Background: an optimization exercise with open tools, aiming at small area. Do not read the settings as production practice.
The RTL was checked by simulation tests, not by an equivalence proof against the original design.
No activity file was given, so power comes from the tool's default toggle rates.

== v3 ==
==> flow/design.v (excerpt) <==
module motion_top (
    input  logic                        clk,
    input  logic                        rst_n,
    input  logic                        reg_wr_valid,
    input  motion_pkg::reg_write_t      reg_wr,
    input  logic                        cmd_valid,
    input  motion_pkg::step_cmd_t       cmd,
    output logic                        cmd_ready,
    input  logic [4-1:0] endstop,
    output logic [4-1:0]   motor_step,
    output logic [4-1:0]   motor_dir,
    output logic [4-1:0]   motor_enable,
    output logic [4-1:0] endstop_state,
    output logic                        abort
);
export LEC_CHECK = 0
export CAP_MARGIN = 20
export CORE_MARGIN = 2
export CORE_UTILIZATION = 60
export CTS_BUF_LIST = sky130_fd_sc_hd__clkbuf_4 sky130_fd_sc_hd__clkbuf_8
export SLEW_MARGIN = 20
create_clock -name core_clock -period 5.0 [get_ports {clk}]
run.sh (not shown) runs the stock make flow with config.mk's settings and CLKGATE_MAP_FILE= SYNTH_SCRIPT=/design/flow/synth_recipe.tcl, a recipe that flattens the netlist after the stock synthesis.
What v14 does differently from v3 at the input level:
- CTS_BUF_LIST no longer set, was sky130_fd_sc_hd__clkbuf_4 sky130_fd_sc_hd__clkbuf_8
- CORE_UTILIZATION now 40, was 60
--- outcome ---
- Going from v3 to v14, relative contribution of the clock network to total power grows by 3.4 points.
- Going from v3 to v14, area after synthesis roughly the same; final design instance area without fill higher; combinational power lower; logic depth of the worst register-to-register path lower; met3 demand-to-capacity share in global routing lower.
Modified inputs, v39 compared to v14
- CORE_UTILIZATION: 40 -> 65
- PLACE_DENSITY: unset -> 0.75
==> flow/flow/run.sh (new file) <==
#!/bin/bash
# Own layout flow: the standard ORFS flow with
#  - synthesis identical to synth_recipe.tcl except that ABC maps the
#    combinational logic with an area-oriented script (flow/abc_area.script);
#    registers are untouched by ABC, so they keep the standard names and cells
#  - port buffers of the smallest buffer cell
#  - clock tree built from small clock buffers, without dummy loads
set -euo pipefail
W=$PWD
cat > "$W/area_synth.tcl" <<EOS
proc abc {args} {
  set i [lsearch -exact \$args -script]
  if {\$i >= 0} { lset args [expr {\$i+1}] $W/flow/abc_area.script }
  yosys abc {*}\$args
}
source $W/synth_recipe.tcl
EOS
make -C "$FLOW_HOME" DESIGN_CONFIG="$W/config.mk" WORK_HOME="$W/orfs" CLKGATE_MAP_FILE= \
  SYNTH_SCRIPT="$W/area_synth.tcl" synth > "$W/synth.log" 2>&1
export BUFFER_PORTS_ARGS="-buffer_cell sky130_fd_sc_hd__buf_1"
export CTS_ARGS="-sink_clustering_enable -repair_clock_nets -dont_use_dummy_load -sink_clustering_size 16 -sink_clustering_max_diameter 60 -buf_list {sky130_fd_sc_hd__clkbuf_8}"
bash "$W/standard.sh" > "$W/layout.log" 2>&1
==> flow/flow/abc_area.script (new file) <==
&get -n
&st
&syn2
&dch -f
&nf -R 1000 -F 8 -A 4 -a
&put
mfs3 -a
==> flow/standard.sh (new file) <==
#!/bin/bash
# synth_recipe.tcl (not shown) runs the flow's synth.tcl, then flattens the netlist and writes it again
# the make line also repeats each setting of config.mk as NAME=value (left out here)
make -C /OpenROAD-flow-scripts/flow DESIGN_CONFIG=/design/flow/config.mk WORK_HOME=/design/flow/orfs CLKGATE_MAP_FILE= SYNTH_SCRIPT=/design/flow/synth_recipe.tcl "${@:-finish}"
removed: flow/run.sh
Results
On area of the core, the higher figure sits with v14, not v39. Looking at data arrival time of the critical path, v39 sits below v14. v39 vs v14 — synthesized area dropped by a little under 10%. In v39, the clock buffer count from CTS came out 7 below the value in v14. The non-clock buffer count of v39 is lower than that of v14. Looking at fraction of standard cell area that is sequential, v39 sits above v14. Number of non-filler instances in the completed layout down about 20% in v39 wrt v14. v39 completed end to end with timing, DRC and antenna clean. NOTE: post-route total power in v39 falls short of that of v14. v39 can be clocked faster than v14. Going from v14 to v39, the clock buffer count in the final layout was found to have gone down by 16. Against v14, v39 comes in 12% lower on wire length.

exp/violet:
motion_top, a different RTL version from the one above (not shown whole).
Size in the first run: ~250 flip-flops, ~64 I/O pins, about 9900 µm² of cells after synthesis.
clock: 5.0 ns
lec_check: 0
cap_margin: 0
core_margin: 2
core_utilization: 55
place_density: 0.65
slew_margin: 0
synth_hierarchical: 1
synth_minimum_keep_size: 0
standard.sh (not shown) runs the stock make flow with config.mk's settings and CLKGATE_MAP_FILE= SYNTH_SCRIPT=/design/flow/synth_recipe.tcl, a recipe that flattens the netlist after the stock synthesis.
==> flow/flow/run.sh <==
#!/bin/bash
# Own layout flow: the standard ORFS flow with
#  - synthesis identical to synth_recipe.tcl except that ABC maps the
#    combinational logic with an area-oriented script (flow/abc_area.script);
#    registers are untouched by ABC, so they keep the standard names and cells
#  - port buffers of the smallest buffer cell
#  - clock tree built from small clock buffers, without dummy loads
set -euo pipefail
W=$PWD
cat > "$W/area_synth.tcl" <<EOS
proc abc {args} {
  set i [lsearch -exact \$args -script]
  if {\$i >= 0} { lset args [expr {\$i+1}] $W/flow/abc_area.script }
  yosys abc {*}\$args
}
source $W/synth_recipe.tcl
EOS
make -C "$FLOW_HOME" DESIGN_CONFIG="$W/config.mk" WORK_HOME="$W/orfs" CLKGATE_MAP_FILE= \
  SYNTH_SCRIPT="$W/area_synth.tcl" synth > "$W/synth.log" 2>&1
export BUFFER_PORTS_ARGS="-buffer_cell sky130_fd_sc_hd__buf_1"
export CTS_ARGS="-sink_clustering_enable -repair_clock_nets -dont_use_dummy_load -sink_clustering_size 16 -sink_clustering_max_diameter 60 -buf_list {sky130_fd_sc_hd__clkbuf_8}"
bash "$W/standard.sh" > "$W/layout.log" 2>&1
==> flow/flow/abc_area.script <==
&get -n
&st
&deepsyn -T 20
&dch -f
&nf -R 1000 -F 8 -A 4 -a
&put
mfs3 -a
exp/violet went all the way through the flow, and no timing, DRC or antenna check failed.
[inputs] exp/willow vs exp/violet
Settings: a change of CAP_MARGIN from 0 to 20; a change of CORE_UTILIZATION from 55 to 65; a change of PLACE_DENSITY from 0.65 to 0.75; a change of SLEW_MARGIN from 0 to 20.
[summary]
exp/willow ended with every stage complete and zero timing, DRC or antenna violations.
Looking at exp/violet and exp/willow, the area after synthesis is a wash.
Number of global-route vias before repair: exp/willow < exp/violet
Diff exp/willow..exp/violet | fraction of power consumed by sequential logic | negligible
What exp/cedar does differently from exp/willow at the input level:
Settings: changing SLEW_MARGIN from 20 to 0; changing CAP_MARGIN from 20 to 0.
--- a/flow/flow/run.sh
+++ b/flow/flow/run.sh
@@ -19,4 +19,4 @@
   SYNTH_SCRIPT="$W/area_synth.tcl" synth > "$W/synth.log" 2>&1
 export BUFFER_PORTS_ARGS="-buffer_cell sky130_fd_sc_hd__buf_1"
-export CTS_ARGS="-sink_clustering_enable -repair_clock_nets -dont_use_dummy_load -sink_clustering_size 16 -sink_clustering_max_diameter 60 -buf_list {sky130_fd_sc_hd__clkbuf_8}"
+export CTS_ARGS="-sink_clustering_enable -repair_clock_nets -dont_use_dummy_load -sink_clustering_size 18 -sink_clustering_max_diameter 60 -buf_list {sky130_fd_sc_hd__clkbuf_8}"
 bash "$W/standard.sh" > "$W/layout.log" 2>&1
### Flow results
Compared with exp/willow, final net count in exp/cedar decreased slightly. | layout buffer count excluding clock buffers | exp/cedar vs exp/willow | 2 lower |. Any difference in clock-pin slew on the worst setup and hold paths between exp/willow and exp/cedar is small enough to ignore.
#### Input delta (exp/zinc over exp/cedar)
Settings: SLEW_MARGIN changed from 0 to 20; CAP_MARGIN changed from 0 to 20.
--- a/flow/flow/run.sh
+++ b/flow/flow/run.sh
@@ -19,4 +19,4 @@
   SYNTH_SCRIPT="$W/area_synth.tcl" synth > "$W/synth.log" 2>&1
 export BUFFER_PORTS_ARGS="-buffer_cell sky130_fd_sc_hd__buf_1"
-export CTS_ARGS="-sink_clustering_enable -repair_clock_nets -dont_use_dummy_load -sink_clustering_size 18 -sink_clustering_max_diameter 60 -buf_list {sky130_fd_sc_hd__clkbuf_8}"
+export CTS_ARGS="-sink_clustering_enable -repair_clock_nets -dont_use_dummy_load -sink_clustering_size 20 -sink_clustering_max_diameter 60 -buf_list {sky130_fd_sc_hd__clkbuf_8}"
 bash "$W/standard.sh" > "$W/layout.log" 2>&1
==> comparison <==
Against exp/cedar, exp/zinc reports a period utilization that is higher.
exp/cedar -> exp/zinc: multi-input combinational cell area flat
Changes observed in exp/zinc relative to exp/cedar: worst setup slack fell by 130 ps; core utilization increased by 0.21 points relative to the old numbers; maximum fanout along the worst path went up by 13.
Re relative area change from synthesis to final layout: exp/cedar was lower than exp/zinc.
Delta (exp/zinc minus exp/cedar): maximum cell stage delay along the critical path picked up an extra 350 ps; cell area about even; number of clock-tree buffers in the layout -2; final HPWL from detailed placement went up 1.4%.

[port drivers added, routing unchanged]
The flow's constraints put no driver on any port. The routed layouts listed below were extracted and timed again, unchanged, in two steps.
Step 1, drivers: a clkbuf_16 drives clk and a buf_2 each remaining input, both assumed.
Step 2, shift: input delay + t, output delay - t, t = (earliest + latest rising clock arrival at the registers) / 2. This alone moves slack from input paths to output paths.
a / b / c = ideal ports / drivers / drivers and shift; a / b = the first two.
| run | shift t [ns] | setup slack, ns | worst setup path after step 2 | slew at the worst register clock pin (ns) |
|---|---|---|---|---|
| v3 | 0.580 | 1.381 / 1.360 / 1.360 | input to output | 0.07 / 0.07 |
| v14 | 0.566 | 1.226 / 1.226 / 1.226 | register to register | 0.07 / 0.07 |
| v39 | 0.554 | 1.475 / 1.475 / 1.475 | register to register | 0.11 / 0.11 |
| exp/violet | 0.550 | 1.730 / 1.730 / 1.629 | input to register | 0.10 / 0.10 |
| exp/willow | 0.544 | 2.021 / 2.021 / 1.925 | input to register | 0.10 / 0.10 |
| exp/cedar | 0.557 | 2.030 / 2.030 / 1.631 | input to register | 0.11 / 0.11 |
| exp/zinc | 0.540 | 1.902 / 1.902 / 1.902 | register to register | 0.12 / 0.12 |
After both steps setup and hold are still met in every run listed. The setup slack of exp/cedar, which loses most, moves by 0.000 ns with the drivers and by -0.399 ns with both steps.
